This design comes from an exercise in tuning for small area, a short achievable clock period and few clock cycles per item on the open sky130 flow, not from production work.
In this exercise RTL edits were held to simulation tests only and were not proved equivalent to the original.
Power is estimated from default activity; no workload was simulated.

## flow/design.v (module list and top-level ports; edited modules follow where they fit)
// module exu_add: 45 lines
// module exu_hilo: 39 lines
// module exu_alu: 104 lines
// module exu_mul: 965 lines
// module exu_div: 212 lines
// module exu_top: 281 lines
module exu_top
(
	input  logic                    clk,
	input  logic                    arst_n_i,
	input  logic                    req_valid_i,
	input  logic [5-1:0]    req_op_i,
	input  logic [32-1:0]    req_opa_i,
	input  logic [32-1:0]    req_opb_i,
	input  logic [5-1:0]  req_rd_i,
	output logic                    wb_valid_o,
	output logic [5-1:0]  wb_rd_o,
	output logic                    wb_we_o,
	output logic [32-1:0]    wb_data_o,
	output logic                    busy_o
);
  // ...
==> flow/flow/run.sh <==
#!/bin/bash
# Layout flow: the standard layout (standard.sh, which runs the standard
# synthesis unchanged) at the design's clock and constraints, with two
# changes to how the layout is optimised:
#  - the input and output port buffers are a plain sky130_fd_sc_hd__buf_4
#    rather than the delay buffer buffer_ports picks by itself (every port
#    still gets its own buffer);
#  - repair_timing keeps working until the setup slack is 18 ns, that is
#    until paths fit in about 6 ns, instead of stopping at any positive slack.
set -euo pipefail
cd "$(dirname "$0")/.."
bash standard.sh \
	"BUFFER_PORTS_ARGS=-buffer_cell sky130_fd_sc_hd__buf_4" \
	SETUP_SLACK_MARGIN=18 \
	finish > standard.log 2>&1
==> flow/standard.sh <==
#!/bin/bash
# synth_recipe.tcl (not shown) runs the flow's synth.tcl, then flattens the netlist and writes it again
# the make line also repeats each setting of config.mk as NAME=value (left out here)
make -C /OpenROAD-flow-scripts/flow DESIGN_CONFIG=/design/flow/config.mk WORK_HOME=/design/flow/orfs CLKGATE_MAP_FILE= SYNTH_SCRIPT=/design/flow/synth_recipe.tcl "${@:-finish}"
==> flow/config.mk <==
export PLATFORM = sky130hd
export DESIGN_NAME = exu_top
export DESIGN_NICKNAME = exu_top
export VERILOG_FILES = /design/flow/design.v
export SDC_FILE = /design/flow/constraint.sdc
export NUM_CORES = 4
export LEC_CHECK = 0
export ABC_AREA = 1
export CAP_MARGIN = 20
export CORE_MARGIN = 2
export CORE_UTILIZATION = 40
export SLEW_MARGIN = 20
==> flow/constraint.sdc <==
create_clock -name core_clock -period 24.0 [get_ports {clk}]
set_input_delay 4.8000 -clock core_clock [delete_from_list [all_inputs] [get_ports {clk}]]
set_output_delay 4.8000 -clock core_clock [all_outputs]
set_load 0.01 [all_outputs]
==> results.cfg, run 1 <==
[status]
status = no timing/DRC/antenna violations

[synth]
synth_edf_count = 112
synth_cells = 6622
syn_nets = 7485

[global_route]
grt.overflow.total = 0
met2_usage = 0.4576
busiest_layer = met2

[setup_path]
cp_slowest_cell = dfrtp_1
crit_chain = buf_6
critPathTopFamily = flip-flops

[cells_and_area]
regArea_um2 = 11610
diodes = 6
mostFrequentLayoutCells = nand2_1, inv_1, o21ai_0, xor2_1, fa_1
n_sequential_cell = 505
regMostFlops = i_exu_hilo.hilo_q
num-clock-buffers = 82
num-multi-input-gates = 4782

[clocking]
clockBufferDepth = 3
clk_latency_ns = 0.68
clock_sinks = 505
cts_buffers = 66

[routing]
wirelength_mm = 211.8
top_layer = met5
num_vias = 48130
wire_per_inst_um = 25.29

[timing]
fin_crit_sh = 0.2513
layout_setup_ws_ns = 17.97
rsz0062_at_grt = true

[placement]
place_ws_ns = 17.27
port_buffers = 116

[floorplanning]
chipWidth_um = 364.2
Testbench counts, summed over its fixed seeds: cycles 25,600, ops 24,016.
==> module exu_top, before the edit <==
module exu_top
(
	input  logic                    clk,
	input  logic                    arst_n_i,
	input  logic                    req_valid_i,
	input  logic [5-1:0]    req_op_i,
	input  logic [32-1:0]    req_opa_i,
	input  logic [32-1:0]    req_opb_i,
	input  logic [5-1:0]  req_rd_i,
	output logic                    wb_valid_o,
	output logic [5-1:0]  wb_rd_o,
	output logic                    wb_we_o,
	output logic [32-1:0]    wb_data_o,
	output logic                    busy_o
);
	localparam int XLEN = 32;
	function automatic logic [26:0] booth9(input logic [18:0] by);
		logic [8:0] one, two, neg;
		for (int i = 0; i < 9; i++)
		begin
			one[i] = by[2*i+1] ^ by[2*i];
			two[i] = (by[2*i+2] & !by[2*i+1] & !by[2*i]) | (!by[2*i+2] & by[2*i+1] & by[2*i]);
			neg[i] = by[2*i+2];
		end
		booth9 = {neg, two, one};
	endfunction
	function automatic logic uses_mul(input logic [5-1:0] op);
		uses_mul = (op == OP_MUL) || (op == OP_MULT) || (op == OP_MULTU);
	endfunction
	logic                   busy_q;
	logic                   v1_q;
	exu_pkg::exu_op_e       op1_q;
	logic [XLEN-1:0]        a1_q;
	logic [XLEN-1:0]        b1_q;
	logic [5-1:0] rd1_q;
	logic                   dv1_q;
	logic                   sd1_q;
	logic                   ms1_q;
	logic                   ml1_q;
	logic                   div_hi_nx;
	logic                   div_lo_nx;
	logic                   v1_nx;
	logic                   rh1_nx;
	logic                   rl1_nx;
	logic                   rh1_q;
	logic                   rl1_q;
	logic                   ml1_nx;
	logic                   mf1_nx;
	logic                   mf1_q;
	logic                   stall;
	logic                   div_hi_run;
	logic                   div_lo_run;
	logic                   p2_q;
	logic                   v2_q;
	logic                   mult2_q;
	assign busy_o = busy_q;
	assign stall  = v1_q && ((rh1_q && div_hi_run) || (rl1_q && div_lo_run) ||
				 (ml1_q && p2_q) || (mf1_q && v2_q && mult2_q));
	assign v1_nx  = stall ? v1_q  : req_valid_i;
	assign rh1_nx = stall ? rh1_q : (req_op_i == OP_MFHI);
	assign rl1_nx = stall ? rl1_q : (req_op_i == OP_MFLO);
	assign ml1_nx = stall ? ml1_q : uses_mul(req_op_i);
	assign mf1_nx = stall ? mf1_q : ((req_op_i == OP_MFHI) || (req_op_i == OP_MFLO));
	always_ff @(posedge clk or negedge arst_n_i)
	begin
		if (!arst_n_i)
		begin
			v1_q   <= 1'b0;
			busy_q <= 1'b0;
		end
		else
		begin
			v1_q   <= v1_nx;
			busy_q <= (v1_nx && rh1_nx && div_hi_nx) ||
				  (v1_nx && rl1_nx && div_lo_nx) ||
				  (v1_nx && ml1_nx && go1 && ml1_q) ||
				  (v1_nx && mf1_nx && go1 && (op1_q == OP_MULT || op1_q == OP_MULTU));
		end
	end
	always_ff @(posedge clk)
	begin
		if (!stall)
		begin
			rh1_q <= (req_op_i == OP_MFHI);
			rl1_q <= (req_op_i == OP_MFLO);
			dv1_q <= (req_op_i == OP_DIV) || (req_op_i == OP_DIVU);
			sd1_q <= (req_op_i == OP_DIV);
			ms1_q <= (req_op_i == OP_MUL) || (req_op_i == OP_MULT);
			ml1_q <= uses_mul(req_op_i);
			mf1_q <= (req_op_i == OP_MFHI) || (req_op_i == OP_MFLO);
			op1_q <= exu_pkg::exu_op_e'(req_op_i);
			a1_q  <= req_opa_i;
			b1_q  <= req_opb_i;
			rd1_q <= req_rd_i;
		end
	end
	logic [63:0]            ms2_q;
	logic [63:0]            mc2_q;
	logic            go1;
	logic [XLEN-1:0] alu_res;
	logic            alu_ovf;
	logic [63:0]     mul_s;
	logic [63:0]     mul_c;
	assign go1 = v1_q && !stall;
	logic [32:0] ax1;
	logic        sgn1;
	logic        p2_nx;
	logic [32:0] max_q;
	logic [26:0] mbd_q;
	assign sgn1 = ms1_q;
	assign ax1  = {sgn1 && a1_q[XLEN-1], a1_q};
	assign p2_nx = go1 && ml1_q;
	always_ff @(posedge clk)
	begin
		if (p2_nx || stall)
			max_q <= ax1;
		else
			max_q <= {((req_op_i == OP_MUL) || (req_op_i == OP_MULT)) && req_opa_i[XLEN-1],
				  req_opa_i};
		if (p2_nx)
			mbd_q <= booth9({{4{sgn1 && b1_q[XLEN-1]}}, b1_q[31:17]});
		else if (stall)
			mbd_q <= booth9({b1_q[17:0], 1'b0});
		else
			mbd_q <= booth9({req_opb_i[17:0], 1'b0});
	end
	exu_alu i_exu_alu
	(
		.op_i   (op1_q),
		.opa_i  (a1_q),
		.opb_i  (b1_q),
		.res_o  (alu_res),
		.ovf_o  (alu_ovf)
	);
	exu_mul i_exu_mul
	(
		.ax_i    (max_q),
		.one_i   (mbd_q[8:0]),
		.two_i   (mbd_q[17:9]),
		.neg_i   (mbd_q[26:18]),
		.cs_s_i  (p2_q ? ms2_q[63:18] : '0),
		.cs_c_i  (p2_q ? mc2_q[63:18] : '0),
		.s_o     (mul_s),
		.c_o     (mul_c)
	);
	logic        div_wr_hi;
	logic        div_wr_lo;
	logic [31:0] div_hi;
	logic [31:0] div_lo;
	exu_div i_exu_div
	(
		.clk        (clk),
		.arst_n_i   (arst_n_i),
		.start_i    (go1 && dv1_q),
		.drop_hi_i  (go1 && ((op1_q == OP_MTHI) || (op1_q == OP_MULT) || (op1_q == OP_MULTU))),
		.drop_lo_i  (go1 && ((op1_q == OP_MTLO) || (op1_q == OP_MULT) || (op1_q == OP_MULTU))),
		.signed_i   (sd1_q),
		.opa_i      (a1_q),
		.opb_i      (b1_q),
		.hi_more_nx_o  (div_hi_nx),
		.hi_more_o     (div_hi_run),
		.lo_more_o     (div_lo_run),
		.lo_more_nx_o  (div_lo_nx),
		.wr_hi_o    (div_wr_hi),
		.wr_lo_o    (div_wr_lo),
		.hi_o       (div_hi),
		.lo_o       (div_lo)
	);
	logic                   gpr2_q;
	logic [5-1:0] rd2_q;
	logic                   we2_q;
	logic [XLEN-1:0]        res2_q;
	logic                   mul2_q;
	logic                   mfhi2_q;
	logic                   mflo2_q;
	logic                   mthi2_q;
	logic                   mtlo2_q;
	always_ff @(posedge clk or negedge arst_n_i)
	begin
		if (!arst_n_i)
		begin
			v2_q <= 1'b0;
			p2_q <= 1'b0;
		end
		else
		begin
			v2_q <= go1;
			p2_q <= p2_nx;
		end
	end
	always_ff @(posedge clk)
	begin
		gpr2_q  <= !((op1_q == OP_NOP) || (op1_q == OP_MTHI) || (op1_q == OP_MTLO) ||
			     (op1_q == OP_MULT) || (op1_q == OP_MULTU) ||
			     (op1_q == OP_DIV) || (op1_q == OP_DIVU));
		rd2_q   <= rd1_q;
		we2_q   <= !(alu_ovf && ((op1_q == OP_ADD) || (op1_q == OP_SUB)));
		res2_q  <= alu_res;
		mul2_q  <= (op1_q == OP_MUL);
		mfhi2_q <= (op1_q == OP_MFHI);
		mflo2_q <= (op1_q == OP_MFLO);
		mult2_q <= (op1_q == OP_MULT) || (op1_q == OP_MULTU);
		mthi2_q <= (op1_q == OP_MTHI);
		mtlo2_q <= (op1_q == OP_MTLO);
		ms2_q   <= mul_s;
		mc2_q   <= mul_c;
	end
	exu_pkg::exu_hilo_t hilo;
	exu_pkg::exu_hilo_t hilo_cur;
	logic [XLEN:0]      prod_lo;
	logic [XLEN-1:0]    wb_data_d;
	assign prod_lo = {1'b0, mul_s[13:0], ms2_q[17:0]} + {1'b0, mul_c[13:0], mc2_q[17:0]};
	logic               mlt3_q;
	logic [XLEN-1:0]    hs3_q;
	logic [XLEN-1:0]    hc3_q;
	logic               cy3_q;
	always_ff @(posedge clk or negedge arst_n_i)
	begin
		if (!arst_n_i)
			mlt3_q <= 1'b0;
		else
			mlt3_q <= v2_q && mult2_q;
	end
	logic [XLEN-1:0]    mul_hi;
	exu_add #(.W(XLEN)) i_add_mul_hi
	(
		.a_i  (hs3_q),
		.b_i  (hc3_q),
		.c_i  (cy3_q),
		.s_o  (mul_hi),
		.c_o  ()
	);
	always_ff @(posedge clk)
	begin
		hs3_q <= mul_s[45:14];
		hc3_q <= mul_c[45:14];
		cy3_q <= prod_lo[XLEN];
	end
	assign hilo_cur.hi = div_wr_hi ? div_hi : hilo.hi;
	assign hilo_cur.lo = div_wr_lo ? div_lo : hilo.lo;
	always_comb
	begin
		if (mul2_q)
			wb_data_d = prod_lo[XLEN-1:0];
		else if (mfhi2_q)
			wb_data_d = hilo_cur.hi;
		else if (mflo2_q)
			wb_data_d = hilo_cur.lo;
		else
			wb_data_d = res2_q;
	end
	exu_hilo i_exu_hilo
	(
		.clk       (clk),
		.arst_n_i  (arst_n_i),
		.div_wr_hi_i (div_wr_hi),
		.div_wr_lo_i (div_wr_lo),
		.div_hi_i  (div_hi),
		.div_lo_i  (div_lo),
		.mul_wr_i  (mlt3_q),
		.mul_hi_i  (mul_hi),
		.hi_we_i   (v2_q && mthi2_q),
		.lo_we_i   (v2_q && (mtlo2_q || mult2_q)),
		.hi_i      (res2_q),
		.lo_i      (mult2_q ? prod_lo[XLEN-1:0] : res2_q),
		.hilo_o    (hilo)
	);
	always_ff @(posedge clk or negedge arst_n_i)
	begin
		if (!arst_n_i)
			wb_valid_o <= 1'b0;
		else
			wb_valid_o <= v2_q && gpr2_q;
	end
	always_ff @(posedge clk)
	begin
		wb_rd_o   <= rd2_q;
		wb_we_o   <= we2_q;
		wb_data_o <= wb_data_d;
	end
endmodule
==> run 2: changes to the inputs <==
--- a/flow/design.v
+++ b/flow/design.v
@@ -1447,8 +1447,6 @@
 	logic                   rh1_q;
 	logic                   rl1_q;
 	logic                   ml1_nx;
-	logic                   mf1_nx;
-	logic                   mf1_q;
 	logic                   stall;
 	logic                   div_hi_run;
 	logic                   div_lo_run;
@@ -1457,12 +1455,11 @@
 	logic                   mult2_q;
 	assign busy_o = busy_q;
 	assign stall  = v1_q && ((rh1_q && div_hi_run) || (rl1_q && div_lo_run) ||
-				 (ml1_q && p2_q) || (mf1_q && v2_q && mult2_q));
+				 (ml1_q && p2_q) || (rh1_q && v2_q && mult2_q));
 	assign v1_nx  = stall ? v1_q  : req_valid_i;
 	assign rh1_nx = stall ? rh1_q : (req_op_i == OP_MFHI);
 	assign rl1_nx = stall ? rl1_q : (req_op_i == OP_MFLO);
 	assign ml1_nx = stall ? ml1_q : uses_mul(req_op_i);
-	assign mf1_nx = stall ? mf1_q : ((req_op_i == OP_MFHI) || (req_op_i == OP_MFLO));
 	always_ff @(posedge clk or negedge arst_n_i)
 	begin
 		if (!arst_n_i)
@@ -1476,7 +1473,7 @@
 			busy_q <= (v1_nx && rh1_nx && div_hi_nx) ||
 				  (v1_nx && rl1_nx && div_lo_nx) ||
 				  (v1_nx && ml1_nx && go1 && ml1_q) ||
-				  (v1_nx && mf1_nx && go1 && (op1_q == OP_MULT || op1_q == OP_MULTU));
+				  (v1_nx && rh1_nx && go1 && (op1_q == OP_MULT || op1_q == OP_MULTU));
 		end
 	end
 	always_ff @(posedge clk)
@@ -1489,15 +1486,17 @@
 			sd1_q <= (req_op_i == OP_DIV);
 			ms1_q <= (req_op_i == OP_MUL) || (req_op_i == OP_MULT);
 			ml1_q <= uses_mul(req_op_i);
-			mf1_q <= (req_op_i == OP_MFHI) || (req_op_i == OP_MFLO);
 			op1_q <= exu_pkg::exu_op_e'(req_op_i);
 			a1_q  <= req_opa_i;
 			b1_q  <= req_opb_i;
 			rd1_q <= req_rd_i;
 		end
 	end
-	logic [63:0]            ms2_q;
-	logic [63:0]            mc2_q;
+	logic [63:18]           ms2_q;
+	logic [63:18]           mc2_q;
+	logic [17:0]            lo18_q;
+	logic                   lc18_q;
+	logic [18:0]            lo18;
 	logic            go1;
 	logic [XLEN-1:0] alu_res;
 	logic            alu_ovf;
@@ -1545,6 +1544,7 @@
 		.s_o     (mul_s),
 		.c_o     (mul_c)
 	);
+	assign lo18 = {1'b0, mul_s[17:0]} + {1'b0, mul_c[17:0]};
 	logic        div_wr_hi;
 	logic        div_wr_lo;
 	logic [31:0] div_hi;
@@ -1604,14 +1604,18 @@
 		mult2_q <= (op1_q == OP_MULT) || (op1_q == OP_MULTU);
 		mthi2_q <= (op1_q == OP_MTHI);
 		mtlo2_q <= (op1_q == OP_MTLO);
-		ms2_q   <= mul_s;
-		mc2_q   <= mul_c;
+		ms2_q   <= mul_s[63:18];
+		mc2_q   <= mul_c[63:18];
+		lo18_q  <= lo18[17:0];
+		lc18_q  <= lo18[18];
 	end
 	exu_pkg::exu_hilo_t hilo;
 	exu_pkg::exu_hilo_t hilo_cur;
 	logic [XLEN:0]      prod_lo;
 	logic [XLEN-1:0]    wb_data_d;
-	assign prod_lo = {1'b0, mul_s[13:0], ms2_q[17:0]} + {1'b0, mul_c[13:0], mc2_q[17:0]};
+	logic [14:0]        prod_mid;
+	assign prod_mid = {1'b0, mul_s[13:0]} + {1'b0, mul_c[13:0]} + {14'b0, lc18_q};
+	assign prod_lo  = {prod_mid, lo18_q};
 	logic               mlt3_q;
 	logic [XLEN-1:0]    hs3_q;
 	logic [XLEN-1:0]    hc3_q;
==> results.cfg, run 2 <==
[clocking]
root_buffer = clkbuf_16
clk_latency_ns = 0.72
clockBufferDepth = 3
cts_buffers = 60
clk_pin_slew_ns = 0.07
cts_htree_levels = 2
clock_sinks = 495
cts_tree = yes

[global_route]
grt_pass1_vias = 45550
grt_antenna_before_repair = 14
grt_max_degree = 68
grt.overflow.total = 0
gr-usage-all-layers = 0.3117
grt_pass1_wl_mm = 306.2

[timing]
final-setup-viol-count = 0
hold_violations = 0
fin_skew_ns = 0.04132
fin_crit_sh = 0.2507
min_period_ns = 6.017
holdWs_ns = 0.3261
fmax_ghz = 0.1662
setup-tns-final_ns = 0
rsz0062_at_grt = true
layout_setup_ws_ns = 17.98
slew_headroom = 0.1373
tightest_slew_ns = 1.283
slew_violations = 0

[setup_path]
arrival_ns = 1.22
max_stage_delay_ns = 0.40
cp_slowest_cell = dfrtp_1
path_buf_inv = 1
crit_path_end_kind = primary output
crit_chain = buf_6
crit_type = reg -> out
start_kind = flip-flop
critPathTopFamily = flip-flops
crit_fanout = 1
required_ns = 19.20

[cells_and_area]
fin_nets = 7458
multiInputGateArea_um2 = 35110
final_common_cell = nand2_1
area_delta_synth_final_pct = 9.611
final_area_um2 = 56630
fill_cells = 12860
regMostFlops = i_exu_hilo.hilo_q
final_util = 0.4430
regArea_um2 = 11410
largest_reg_flops = 64
top_regs = i_exu_hilo.hilo_q x64, i_exu_div.x_q x34, max_q x33
mostFrequentLayoutCells = nand2_1, inv_1, xor2_1, o21ai_0, fa_1
drive_above_1_share = 0.07511

[synth]
synthDistinctLibCells = 70
ys_warn_count = 7
yosysMostFrequentCell = nand2_1
ys_top_cells_by_area = fa_1, dfxtp_1, nand2_1
synth_seq_cells = 495
netlist.area_leader.share = 0.1600
synth_ff_type = dfxtp_1
ys_seq_area_frac = 0.2207
synth_top_cell_by_area = fa_1
netlist_area_um2 = 51670
syn_area_per_cell_um2 = 7.774
synth_top_cells_by_count = nand2_1, inv_1, xor2_1
syn_nets = 7499
synth_cells = 6646
synth_edf_count = 112
async_reset_ff_frac = 0.1495

[power]
leakagePower_nw = 26.94
cellPowerDensity_nw_per_um2 = 140.6
peakVddDrop_uv = 132.8

[job]
maxCapViolCount = 0

[placement]
hpwlAfterDp_mm = 156.1
dpl_cell_area_um2 = 54030
gp_congestion = 1.021
place_ws_ns = 17.41
port_buffers = 116

[routing]
num_vias = 48320
dr.pass1.iters = 7
wirelength_mm = 210.0
route.antenna.remaining_nets = 0
drcViolationCount = 0
drtIter0Drc = 6191
routed_via_density = 5.802
wire_per_inst_um = 25.22

[floorplanning]
start_util = 0.4041
num_rows = 131
die_h_um = 363.4
die_area_um2 = 132100
chipWidth_um = 363.4
core-area_um2 = 127800
io_pins = 117

[status]
status = no timing/DRC/antenna violations

[min_path]
worstHoldPathType = reg -> reg
[run 2: report_power, final]
group	internal [mW]	switching [mW]	total, mW
Combinational	2.05	3.47	5.52
Sequential	1.21	0.242	1.45
Clock	0.560	0.431	0.992
Total	3.82	4.14	7.96
[run 2: path summary, 6_finish.rpt]
path,startpoint,end,slack [ns],cells after the start
setup / recovery,busy_q$_DFF_PN0_,busy_o,17.98,1
setup reg to reg,a1_q[29]$_DFFE_PN_,i_exu_div.x_q[30]$_DFF_P_,18.13,24
max in group asynchronous,arst_n_i,p2_q$_DFF_PN0_,18.76,2
min in group asynchronous,arst_n_i,i_exu_hilo.hilo_q[1]$_DFF_PN0_,3.96,1
hold / removal,rd2_q[0]$_DFF_P_,wb_rd_o[0]$_DFF_P_,0.33,0
hold reg to reg,rd2_q[0]$_DFF_P_,wb_rd_o[0]$_DFF_P_,0.33,0
[run 2: cells by family after synthesis]
group	Yosys count	synth area share
AND/OR/NAND/NOR	2006	0.1635
flip-flops	495	0.2207
buffers and inverters	1373	0.1024
adder cells (fa/ha/maj)	776	0.2479
AO/OA/AOI/OAI	1355	0.1564
XOR/XNOR	620	0.1051
multiplexers	21	0.004068
[run 2: repair_timing]
| item | 4_1_cts | 5_1_grt |
|---|---|---|
| setup endpoints to repair | 36 | 74 |
| resized for setup | 13 | 32 |
| cloned | 1 | 4 |
| pin swaps | 0 | 2 |
| hold buffers | 0 | 0 |
| setup buffers | 0 | 24 |
[run 2: metal layers]
metal | wire length [um] | up-vias | global-route usage
li1 | - | 21660 | -
met1 | 85900 | 23160 | 0.4320
met2 | 89230 | 2950 | 0.4712
met3 | 24830 | 538 | 0.07102
met4 | 9962 | 16 | 0.1181
met5 | 106 | - | 0
[run 2: final cells by class]
type / instances / share of cell area
tap: 1662 / 0.03672
clock inverter: 37 / 0.006517
timing repair buffer: 252 / 0.03515
sequential: 495 / 0.2015
timing repair inverter: 3 / 0.0003977
inverter: 1015 / 0.06818
multi-input combinational: 4778 / 0.6200
clock buffer: 77 / 0.03115
antenna: 9 / 0.0003977
[run 2: stage by stage]
step / instances / total power, mW
2_1_floorplan: 6646 / 4.902
3_3_place_gp: 8175 / 6.805
3_5_place_dp: 8175 / 6.905
4_1_cts: 8290 / 7.913
5_1_grt: 8319 / 8.622
6_report: 8328 / 7.965
Testbench counts of run 2, summed over its fixed seeds: cycles 25,557, ops 24,016.

==> what the ideal ports hide <==
The results above use ideal ports. As a check the final layouts listed here were re-extracted and re-timed, cells and wires unchanged. Step 1: set_driving_cell puts a clkbuf_16 on clk and a buf_2 on each other input, an assumption about the parent block. Step 2 adds t to the input delays and takes it off the output delays; t is the mean of the earliest and latest rising clock arrival at the registers after step 1. Input paths then give back, and output paths get back, about the clock's delay inside the block. Slacks: ideal ports / drivers / drivers and shift; pairs: ideal ports / drivers.
run	t, ns	setup slack, ns	cell pins on the clock port's net
run 1	0.738	17.968 / 17.890 / 17.546	1
run 2	0.784	17.984 / 17.902 / 17.782	1
After both steps setup and hold are still met in every run listed. The setup slack of run 1, which loses most, moves by -0.078 ns with the drivers and by -0.422 ns with both steps.
